Context: an optimization exercise on an open-source flow, tuned for small area, a short achievable clock period and few clock cycles. The choices shown serve that exercise and are no tape-out recipe. Function was checked by simulation only, so behaviour that the tests miss may differ from the original.

`design/flow/standard.sh`:
```
#!/bin/bash
# synth_recipe.tcl (not shown) runs the flow's synth.tcl, then flattens the netlist and writes it again
# the make line also repeats each setting of config.mk as NAME=value (left out here)
make -C /OpenROAD-flow-scripts/flow DESIGN_CONFIG=/design/flow/config.mk WORK_HOME=/design/flow/orfs CLKGATE_MAP_FILE= SYNTH_SCRIPT=/design/flow/synth_recipe.tcl "${@:-finish}"
```
`design/flow/config.mk`:
```
export PLATFORM = sky130hd
export DESIGN_NAME = execute_stage_mc
export DESIGN_NICKNAME = execute_stage_mc
export VERILOG_FILES = /design/flow/design.v
export SDC_FILE = /design/flow/constraint.sdc
export NUM_CORES = 4
export LEC_CHECK = 0
export CAP_MARGIN = 40
export CORE_MARGIN = 2
export CORE_UTILIZATION = 40
export SETUP_SLACK_MARGIN = 2.4
export SLEW_MARGIN = 40
```
`design/flow/design.v`:
```
module execute_stage_mc #(
    parameter int XLEN      = 64,
    parameter bit MULDIV_EN = 1'b1
) (
    input  logic            clk_i,
    input  logic            reset_i,
    input  logic            in_valid_i,
    output logic            in_ready_o,
    input  logic [3:0]      op_i,
    input  logic [4:0]      rs1_i,
    input  logic [4:0]      rs2_i,
    input  logic [4:0]      rd_i,
    input  logic [XLEN-1:0] src1_i,
    input  logic [XLEN-1:0] src2_i,
    input  logic [XLEN-1:0] imm_i,
    input  logic            alu_src_i,
    input  logic            regwrite_i,
    input  logic [4:0]      rd_x_i,
    input  logic            regwrite_x_i,
    input  logic [XLEN-1:0] result_x_i,
    input  logic [4:0]      rd_w_i,
    input  logic            regwrite_w_i,
    input  logic [XLEN-1:0] result_w_i,
    output logic            out_valid_o,
    input  logic            out_ready_i,
    output logic [XLEN-1:0] result_o,
    output logic [4:0]      rd_o,
    output logic            regwrite_o,
    output logic            busy_o,
    output logic            div_zero_o
);
    localparam int W = 64;
    localparam logic [1:0] P0 = 2'd0;    
    localparam logic [1:0] P1 = 2'd1;    
    localparam logic [1:0] P2 = 2'd2;    
    localparam logic [1:0] P3 = 2'd3;    
    logic [W-1:0] op_a, op_b_fwd, op_b;
    always_comb begin
        op_a = src1_i;
        if (regwrite_x_i && rd_x_i == rs1_i && rs1_i != 5'd0)
            op_a = result_x_i;
        else if (regwrite_w_i && rd_w_i == rs1_i && rs1_i != 5'd0)
            op_a = result_w_i;
        op_b_fwd = src2_i;
        if (regwrite_x_i && rd_x_i == rs2_i && rs2_i != 5'd0)
            op_b_fwd = result_x_i;
        else if (regwrite_w_i && rd_w_i == rs2_i && rs2_i != 5'd0)
            op_b_fwd = result_w_i;
        op_b = alu_src_i ? imm_i : op_b_fwd;
    end
    logic         s1_v_q;                  
    logic         mul_q, div_q;            
    logic [4:0]   rd1_q;
    logic         rw1_q;
    logic [W-1:0] a_q, b_q, s_q, c_q;      
    logic         rtop_q;                  
    logic         bp_q;                    
    logic [1:0]   ph_q;                    
    logic [5:0]   n_q;                     
    logic         fin_q;                   
    logic         dz1_q;                   
    logic         sub_q;                   
    logic [5:0]   ramt_q;                  
    logic         r_add, r_and, r_or, r_xor, r_slt, r_sltu, r_sll, r_srl, r_sra, r_quo, r_rem;
    logic         out_v_q;
    logic [W-1:0] res_q;
    logic [4:0]   rd_q;
    logic         rw_q, dz_q;
    wire p0 = (ph_q == P0);
    logic a_short;
    wire out_free = !out_v_q || out_ready_i;
    assign in_ready_o = !s1_v_q || (fin_q && out_free);
    wire accept = in_valid_i && in_ready_o;
    wire early  = div_q && p0 && a_short;
    wire wr_out = s1_v_q && out_free && (fin_q || early);
    logic [W-1:0] add_s;
    logic         add_co, add_c0;
    assign {add_co, add_s, add_c0} = {1'b0, a_q, 1'b1} + {1'b0, b_q, sub_q};
    wire ltu = !add_co;                                    
    wire lts = (a_q[W-1] == b_q[W-1]) ? a_q[W-1] : add_s[W-1];
    function automatic logic [5:0] lzc(input logic [W-1:0] x, input logic [15:0] nz);
        logic [15:0] first;
        logic [1:0]  nc [16];
        logic [3:0]  nib, hi_idx;
        logic [1:0]  lo;
        logic        seen;
        for (int k = 0; k < 16; k++) begin
            nib   = x[4*k +: 4];
            nc[k] = nib[3] ? 2'd0 : nib[2] ? 2'd1 : nib[1] ? 2'd2 : 2'd3;
        end
        seen = 1'b0;
        for (int k = 15; k >= 0; k--) begin
            first[k] = nz[k] & ~seen;
            seen     = seen | nz[k];
        end
        hi_idx = '0;
        lo     = '0;
        for (int k = 0; k < 16; k++) begin
            hi_idx = hi_idx | ({4{first[k]}} & 4'(15 - k));
            lo     = lo     | ({2{first[k]}} & nc[k]);
        end
        lzc = seen ? {hi_idx, lo} : 6'd63;
    endfunction
    function automatic logic [15:0] nibble_nz(input logic [W-1:0] x);
        for (int k = 0; k < 16; k++) nibble_nz[k] = |x[4*k +: 4];
    endfunction
    logic [15:0] nza_q, nzb_q;                 
    wire  [5:0]  lz_a = lzc(a_q, nza_q);
    wire  [5:0]  lz_b = lzc(b_q, nzb_q);
    logic [W-1:0] rot [7];
    always_comb begin
        rot[0] = a_q;
        for (int l = 0; l < 6; l++)
            rot[l+1] = ramt_q[l] ? ((rot[l] >> (1 << l)) | (rot[l] << (W - (1 << l)))) : rot[l];
    end
    function automatic logic [W-1:0] therm(input logic [5:0] t);
        logic [63:0] m;
        m = '0;
        m[0] = t[0];
        for (int k = 1; k < 6; k++)
            for (int i = 0; i < (1 << k); i++) begin
                m[i + (1 << k)] = m[i] & t[k];
                m[i]            = m[i] | t[k];
            end
        therm = m;
    endfunction
    function automatic logic [W-1:0] rev(input logic [W-1:0] x);
        for (int j = 0; j < W; j++) rev[j] = x[W-1-j];
    endfunction
    wire [W-1:0] mlo_s = therm(b_q[5:0]);           
    wire [W-1:0] mhi_s = rev(mlo_s);                
    wire [W-1:0] mhi_n = rev(therm(ramt_q));        
    wire [W-1:0] res_d =
          ({W{r_add}}  & add_s)
        | ({W{r_and}}  & (a_q & b_q))
        | ({W{r_or}}   & (a_q | b_q))
        | ({W{r_xor}}  & (a_q ^ b_q))
        | {{(W-1){1'b0}}, (r_slt & lts) | (r_sltu & ltu)}
        | ({W{r_sll}}  & rot[6] & ~mlo_s)
        | ({W{r_srl | r_sra}} & rot[6] & ~mhi_s)
        | ({W{r_sra & a_q[W-1]}} & mhi_s)
        | ({W{r_quo & ~p0}} & (s_q | {W{dz1_q}}))     
        | ({W{r_rem &  p0}} & a_q)                    
        | ({W{r_rem & ~p0}} & {rtop_q, a_q[W-1:1]});  
    function automatic logic [2*W-1:0] csa(input logic [W-1:0] x, y, z, input logic cin);
        csa = {((x & y) | (x & z) | (y & z)) << 1 | {{(W-1){1'b0}}, cin}, x ^ y ^ z};
    endfunction
    logic [W-1:0] ms, mc;
    always_comb begin
        logic y2, y1, y0, one, two;
        logic [W-1:0] sel;
        logic [W-1:0] pp [4];
        logic [3:0]   pneg;
        logic [2*W-1:0] l1a, l1b, l2, l3;
        for (int j = 0; j < 4; j++) begin
            y2 = b_q[2*j+1];
            y1 = b_q[2*j];
            y0 = (j == 0) ? bp_q : b_q[2*j-1];
            one = y1 ^ y0;
            two = (y2 & ~y1 & ~y0) | (~y2 & y1 & y0);
            pneg[j] = y2 & ~(y1 & y0);
            sel = ({W{one}} & (s_q << (2*j))) | ({W{two}} & (s_q << (2*j+1)));
            pp[j] = sel ^ {W{pneg[j]}};
        end
        l1a = csa(a_q, c_q, pp[0], pneg[0]);
        l1b = csa(pp[1], pp[2], pp[3], pneg[1]);
        l2  = csa(l1a[W-1:0], l1a[2*W-1:W], l1b[W-1:0], pneg[2]);
        l3  = csa(l2[W-1:0], l2[2*W-1:W], l1b[2*W-1:W], pneg[3]);
        ms = l3[W-1:0];
        mc = l3[2*W-1:W];
    end
    wire mul_last = (b_q[W-1:7] == '0) || (b_q[W-1:7] == '1);
    logic [W-1:0] sfx_a;                       
    always_comb begin
        sfx_a = a_q;
        for (int l = 0; l < 6; l++)
            sfx_a = sfx_a | (sfx_a >> (1 << l));
    end
    assign a_short = |(b_q & ~sfx_a);
    wire          b_zero = ~|nzb_q;
    wire [5:0]    n1     = lz_b - lz_a;
    wire          div_ge = rtop_q | add_co;
    wire [W-1:0]  div_r  = div_ge ? add_s : a_q;
    wire issue_mul = (op_i == 4'd10);
    wire mul_step  = s1_v_q && mul_q && p0;      
    wire issue_md  = (op_i >= 4'd10) && (op_i <= 4'd12);
    wire issue_inv = (op_i == 4'd1) || (op_i == 4'd5) || (op_i == 4'd6);
    logic         s1_v_d, fin_d;
    logic [1:0]   ph_d;
    logic         a_en, b_en, s_en;
    logic [W-1:0] a_d, b_d, s_d;
    always_comb begin
        s1_v_d = s1_v_q;
        fin_d  = fin_q;
        ph_d   = ph_q;
        a_en   = 1'b0;
        b_en   = 1'b0;
        s_en   = 1'b0;
        a_d    = rot[6] & ~mhi_n;             
        b_d    = {{8{b_q[W-1]}}, b_q[W-1:8]};   
        s_d    = rot[6] & mhi_n;              
        if (s1_v_q && mul_q && p0) begin
            a_en = 1'b1;
            b_en = 1'b1;
            s_en = 1'b1;
            s_d  = s_q << 8;
            if (mul_last) begin ph_d = P2; fin_d = 1'b1; end
        end
        if (s1_v_q && div_q) begin
            case (ph_q)
                P0: if (!a_short) begin
                    ph_d = P1;
                    b_en = 1'b1;
                    b_d  = ~b_q;
                end
                P1: begin
                    a_en = 1'b1;
                    s_en = 1'b1;
                    ph_d = P2;
                end
                P2: begin
                    a_en = 1'b1;
                    s_en = 1'b1;
                    a_d  = {div_r[W-2:0], s_q[W-1]};
                    s_d  = {s_q[W-2:0], div_ge};
                    if (n_q == 6'd0) begin ph_d = P3; fin_d = 1'b1; end
                end
                default: ;
            endcase
        end
        if (wr_out) begin
            s1_v_d = 1'b0;
            fin_d  = 1'b0;
        end
        if (accept) begin
            s1_v_d = 1'b1;
            fin_d  = !issue_md;
            ph_d   = P0;
            a_en   = 1'b1;
            b_en   = 1'b1;
            s_en   = 1'b1;
            a_d    = issue_mul ? '0 : op_a;
            b_d    = op_b ^ {W{issue_inv}};
            s_d    = op_a;
        end
    end
    always_ff @(posedge clk_i or negedge reset_i) begin
        if (!reset_i) begin
            s1_v_q  <= 1'b0;
            fin_q   <= 1'b0;
            ph_q    <= P0;
            out_v_q <= 1'b0;
        end else begin
            s1_v_q  <= s1_v_d;
            fin_q   <= fin_d;
            ph_q    <= ph_d;
            out_v_q <= wr_out || (out_v_q && !out_ready_i);
        end
    end
    always_ff @(posedge clk_i) begin
        if (a_en) a_q <= mul_step ? ms : a_d;
        if (b_en) b_q <= (mul_step && mul_last) ? mc : b_d;
        if (s_en) s_q <= s_d;
        c_q <= accept ? '0 : mc;              
        if (accept)
            bp_q <= 1'b0;
        else if (s1_v_q && mul_q && p0)
            bp_q <= b_q[7];
        if (s1_v_q && div_q && ph_q == P1)
            rtop_q <= 1'b0;
        else if (s1_v_q && div_q && ph_q == P2)
            rtop_q <= div_r[W-1];
        if (s1_v_q && div_q && ph_q == P1)
            n_q <= ramt_q;
        else if (s1_v_q && div_q && ph_q == P2)
            n_q <= n_q - 6'd1;
        if (accept) begin
            ramt_q <= (op_i == 4'd7) ? 6'd0 - op_b[5:0] : op_b[5:0];
            dz1_q  <= 1'b0;
        end else if (s1_v_q && div_q && p0) begin
            ramt_q <= n1;
            dz1_q  <= b_zero;
        end
        if (accept) begin
            nza_q  <= nibble_nz(op_a);
            nzb_q  <= nibble_nz(op_b);
            mul_q  <= issue_mul;
            div_q  <= (op_i == 4'd11) || (op_i == 4'd12);
            sub_q  <= issue_inv || (op_i == 4'd11) || (op_i == 4'd12);
            r_add  <= (op_i == 4'd0) || (op_i == 4'd1) || (op_i == 4'd10);
            r_and  <= (op_i == 4'd2);
            r_or   <= (op_i == 4'd3);
            r_xor  <= (op_i == 4'd4);
            r_slt  <= (op_i == 4'd5);
            r_sltu <= (op_i == 4'd6);
            r_sll  <= (op_i == 4'd7);
            r_srl  <= (op_i == 4'd8);
            r_sra  <= (op_i == 4'd9);
            r_quo  <= (op_i == 4'd11);
            r_rem  <= (op_i == 4'd12);
            rd1_q  <= rd_i;
            rw1_q  <= regwrite_i;
        end
        if (wr_out) begin
            res_q <= res_d;
            rd_q  <= rd1_q;
            rw_q  <= rw1_q;
            dz_q  <= dz1_q;
        end
    end
    assign out_valid_o = out_v_q;
    assign result_o    = res_q;
    assign rd_o        = rd_q;
    assign regwrite_o  = rw_q;
    assign div_zero_o  = dz_q;
    assign busy_o      = s1_v_q;
endmodule
```
`design/flow/flow/run.sh`:
```
#!/bin/bash
# The standard layout (the standard.sh: standard synthesis, floorplan, power grid,
# placement, CTS, routing), with one change: the buffers that global placement puts on
# every input and output port are sky130_fd_sc_hd__buf_1 cells instead of the default
# choice (clkdlybuf4s50_1). Every port still gets its own buffer.
set -euo pipefail
bash standard.sh "BUFFER_PORTS_ARGS=-buffer_cell sky130_fd_sc_hd__buf_1" finish > make_finish.log 2>&1
```
`design/flow/constraint.sdc`:
```
create_clock -name core_clock -period 6.5 [get_ports {clk_i}]
set_input_delay 1.3000 -clock core_clock [delete_from_list [all_inputs] [get_ports {clk_i}]]
set_output_delay 1.3000 -clock core_clock [all_outputs]
set_load 0.01 [all_outputs]
```
==> run notes <==
## final cells by class
cell class | count | area [um^2] | area share
Antenna cell | 23 | 57.6 | 0.000921
Clock buffer | 67 | 1550 | 0.0247
Clock inverter | 36 | 375 | 0.00601
Inverter | 479 | 1850 | 0.0296
Multi-Input combinational cell | 4673 | 37200 | 0.595
Sequential cell | 399 | 11300 | 0.181
Tap cell | 1650 | 2060 | 0.0330
Timing Repair Buffer | 1036 | 8090 | 0.129
Timing Repair inverter | 2 | 25.0 | 0.000401
## worst max-delay path by stage
stage	startpoint	to	slack [ns]	cells after the start
6_report	b_q[6]	a_q[34]	2.02	12
5_1_grt	b_q[1]	a_q[46]	2.11	16
4_1_cts	b_q[1]	a_q[55]	2.23	15
3_5_place_dp	b_q[0]	a_q[50]	1.01	12
3_3_place_gp	b_q[0]	a_q[39]	0.52	12
2_1_floorplan	b_q[2]	a_q[55]	2.40	14
## kinds of logic after synthesis
family	synth area share
fa+ha+maj	0.138
xor+xnor	0.0712
mux	0.102
flops	0.224
compound gates	0.251
buf+inv	0.0813
simple gates	0.132
## layer usage
layer / track usage / wire [um] / vias up
met2: 0.678 / 129000 / 6348
met5: 0.0374 / 1310 / -
met4: 0.384 / 35000 / 60
li1: - / - / 23100
met1: 0.648 / 124000 / 28800
met3: 0.323 / 67000 / 1505
## through the flow
stage | utilization | cell area (um^2) | worst slack, ns
finish | 0.499 | 62500 | 2.02
global route | 0.498 | 62400 | 2.11
CTS | 0.480 | 60100 | 2.23
detailed placement | 0.438 | 54900 | 1.01
global placement | 0.436 | 54600 | 0.519
floorplan | - | 50300 | 2.40
## Yosys cell counts (13+ instances only)
master                      instances  area (um^2)
sky130_fd_sc_hd__edfxtp_1         327         9820
sky130_fd_sc_hd__xnor2_1          351         3070
sky130_fd_sc_hd__clkbuf_1         462         1730
sky130_fd_sc_hd__nand2_1          622         2330
sky130_fd_sc_hd__or4_1             24          180
sky130_fd_sc_hd__nor4_1            44          275
sky130_fd_sc_hd__a21o_1            57          428
sky130_fd_sc_hd__nor2_1           338         1270
sky130_fd_sc_hd__and2_1            19          119
sky130_fd_sc_hd__o21ai_0          546         2730
sky130_fd_sc_hd__nand2b_1          21          131
sky130_fd_sc_hd__inv_1            473         1780
sky130_fd_sc_hd__mux4_2            73         1640
sky130_fd_sc_hd__a21oi_2           20          175
sky130_fd_sc_hd__a31oi_1           26          163
sky130_fd_sc_hd__xor2_1            58          508
sky130_fd_sc_hd__o21bai_1          19          143
sky130_fd_sc_hd__o221ai_1          68          596
sky130_fd_sc_hd__nand3_1           55          275
sky130_fd_sc_hd__o311ai_0          51          447
sky130_fd_sc_hd__mux2i_1          228         2280
sky130_fd_sc_hd__ha_1             149         1860
sky130_fd_sc_hd__mux2_2           109         1230
sky130_fd_sc_hd__o2111ai_1         28          245
sky130_fd_sc_hd__buf_1             68          255
sky130_fd_sc_hd__a21oi_1          536         2680
sky130_fd_sc_hd__and3_1            22          138
sky130_fd_sc_hd__nand4_1           68          425
sky130_fd_sc_hd__nor3_1            60          300
sky130_fd_sc_hd__nor2b_1          134          838
sky130_fd_sc_hd__o211ai_1          57          428
sky130_fd_sc_hd__a22oi_1          253         1900
sky130_fd_sc_hd__a221oi_1          34          298
sky130_fd_sc_hd__fa_1             253         5060
sky130_fd_sc_hd__o21a_1            20          150
sky130_fd_sc_hd__o22ai_1           44          275
sky130_fd_sc_hd__or2_2             13         81.3
sky130_fd_sc_hd__dfxtp_1           67         1340
sky130_fd_sc_hd__a2111oi_0         16          140
sky130_fd_sc_hd__o22a_1            15          131
sky130_fd_sc_hd__a211oi_1         111          833
sky130_fd_sc_hd__buf_2             21          105
## flip-flops by register name, indices dropped and copies added (netlist names), 2 cells and up
name and flops:
a_q 64, c_q 64, rd_q 5, res_q 64, ph_q 2, n_q 6
nza_q 16, b_q 64, s_q 64, nzb_q 16, ramt_q 6, rd1_q 5
## what timing repair did
item | 4_1_cts | 5_1_grt
pin swaps | 85 | 218
endpoints found under the setup margin | 371 | 294
setup buffers | 153 | 89
gates resized for setup | 241 | 304
cloned | 30 | 7
==> load_flow_metrics.sql <==
INSERT INTO impl_metrics (metric_group, metric, value, unit) VALUES
('synth', 'syn_nets', '6877', ''),
('floorplanning', 'floorplan.die_area', '129000', 'um^2'),
('floorplanning', 'start_util', '0.402', ''),
('clock_network', 'tritoncts', 'built', ''),
('synth', 'postSynthCellCount', '6118', ''),
('timing', 'report.final.hold_viol_count', '0', ''),
('floorplanning', 'std_cell_rows', '130', ''),
('run', 'drv_cap', '0', ''),
('setup_path', 'critical_path.cell_chain', 'buf_4, ha_4, nand2b_4, buf_12, buf_4, xnor2_1, fa_1, fa_1, inv_1, fa_1, a22oi_2, o221ai_1', ''),
('synth', 'synth.yosys.seq_area_share', '0.224', ''),
('hold_path', 'hold-path-endpoint', 'rw_q', ''),
('floorplanning', 'floorplan.die.height', '359', 'um'),
('layout', 'final-instance-count-excl-fill', '8365', ''),
('route', 'wirelength', '356', 'mm'),
('route', 'routed-via-count', '59800', ''),
('setup_path', 'crit_slowest_cell', 'sky130_fd_sc_hd__fa_1', ''),
('timing', 'timing.final.setup_violations', '0', ''),
('grt', 'gr-usage-all-layers', '0.534', ''),
('clock_network', 'clock_latency', '0.71', 'ns'),
('grt', 'largest_net_degree_at_the_start_of_global_routing', '129', ''),
('setup_path', 'timing.critical_path.slowest_cell_delay', '0.56', 'ns'),
('route', 'wl_per_cell', '42.6', 'um'),
('hold_path', 'timing.hold.worst_path_depth', '0', ''),
('setup_path', 'critical_path_arrival', '4.89', 'ns'),
('layout', 'layout.cells.most_common', 'sky130_fd_sc_hd__nand2_1', ''),
('floorplanning', 'core_region_area', '125000', 'um^2'),
('synth', 'netlist-cell-type-count', '85', ''),
('place', 'gp_routability_congestion', '1.18', ''),
('synth', 'async_flop_share', '0.0125', ''),
('route', 'drc', '0', ''),
('grt', 'grt_antenna_before_repair', '45', ''),
('synth', 'yosysWarnings', '5', ''),
('clock_network', 'cts.sinks', '399', ''),
('synth', 'synth.ff_latch_count', '399', ''),
('setup_path', 'worstPathBufferInverterCount', '4', ''),
('timing', 'headroom_to_the_max_slew_limit', '0.281', ''),
('synth', 'ys.flop_type', 'sky130_fd_sc_hd__edfxtp_1', ''),
('setup_path', 'cp_top_family', 'adder cells', ''),
('timing', 'worst_slew_pin_slew', '1.07', 'ns'),
('layout', 'drive_above_1_share', '0.197', ''),
('setup_path', 'r2r_start', 'b_q[6]', ''),
('floorplanning', 'die_w', '359', 'um'),
('timing', 'fin_crit_sh', '0.689', ''),
('timing', 'timing.final.crit_period', '4.48', 'ns'),
('layout', 'mostFrequentLayoutCells', 'sky130_fd_sc_hd__nand2_1 (610), sky130_fd_sc_hd__a21oi_1 (502), sky130_fd_sc_hd__o21ai_0 (464)', ''),
('setup_path', 'timing.rr.end', 'a_q[34]', ''),
('setup_path', 'critical_path_startpoint_category', 'flop', ''),
('clock_network', 'ctsHtreeMaxLevel', '2', ''),
('clock_network', 'postCtsHoldBufs', '0', ''),
('timing', 'setup_tns', '0', 'ns'),
('timing', 'final_skew', '0.0319', 'ns'),
('floorplanning', 'io_pins', '431', ''),
('timing', 'unrepaired_setup_endpoints_after_global_routing', 'true', ''),
('place', 'dp_hpwl', '257', 'mm'),
('grt', 'grt.overflow.total', '0', ''),
('grt', 'number_of_global_route_vias_before_repair', '54400', ''),
('route', 'initialDrtViolationCount', '11200', ''),
('clock_network', 'max-clock-path-buffers', '3', ''),
('route', 'drt_pre_antenna_iters', '11', ''),
('setup_path', 'setup.worst_path.class', 'flop to flop', ''),
('timing', 'max_freq', '223', 'MHz'),
('hold_path', 'hp-start', 'rw1_q', ''),
('status', 'result_of_the_run', 'timing/DRC/antenna clean', ''),
('hold_path', 'min_path_type', 'flop to flop', ''),
('layout', 'fin_nets', '7405', ''),
('layout', 'areaGrowthSynthToFinish', '24.2', '%'),
('clock_network', 'clk_root_buffer_cell', 'sky130_fd_sc_hd__clkbuf_16', ''),
('setup_path', 'timing.critical_path.required', '6.91', 'ns'),
('synth', 'synth-edff-count', '327', '');
Testbench counts, summed over its fixed seeds: cycles 11,955.

==> what the ideal ports hide <==
No port has a modelled driver above. Below, the same layout with a new extraction and two added sets of constraints.
Step 1 assumes that a clkbuf_16 drives the clock port and a buf_2 every other input.
Step 2 moves the port delays by t, midway between the first and last clock arrival at a register: inputs arrive t later, outputs are due t later. That takes back most of the time a late clock gives input paths.
Slacks: ideal ports / drivers / drivers and shift; pairs: ideal ports / drivers.
t, ns: 0.774
setup slack, ns: 2.021 / 2.021 / 1.511
worst setup path after step 2: input to register
worst slew at a driven data input, ns: 0.17
pins driven straight from the clock port: 1
After both steps this run still meets setup and hold. For this run, drivers alone change the setup slack by 0.000 ns; drivers and shift together by -0.510 ns.
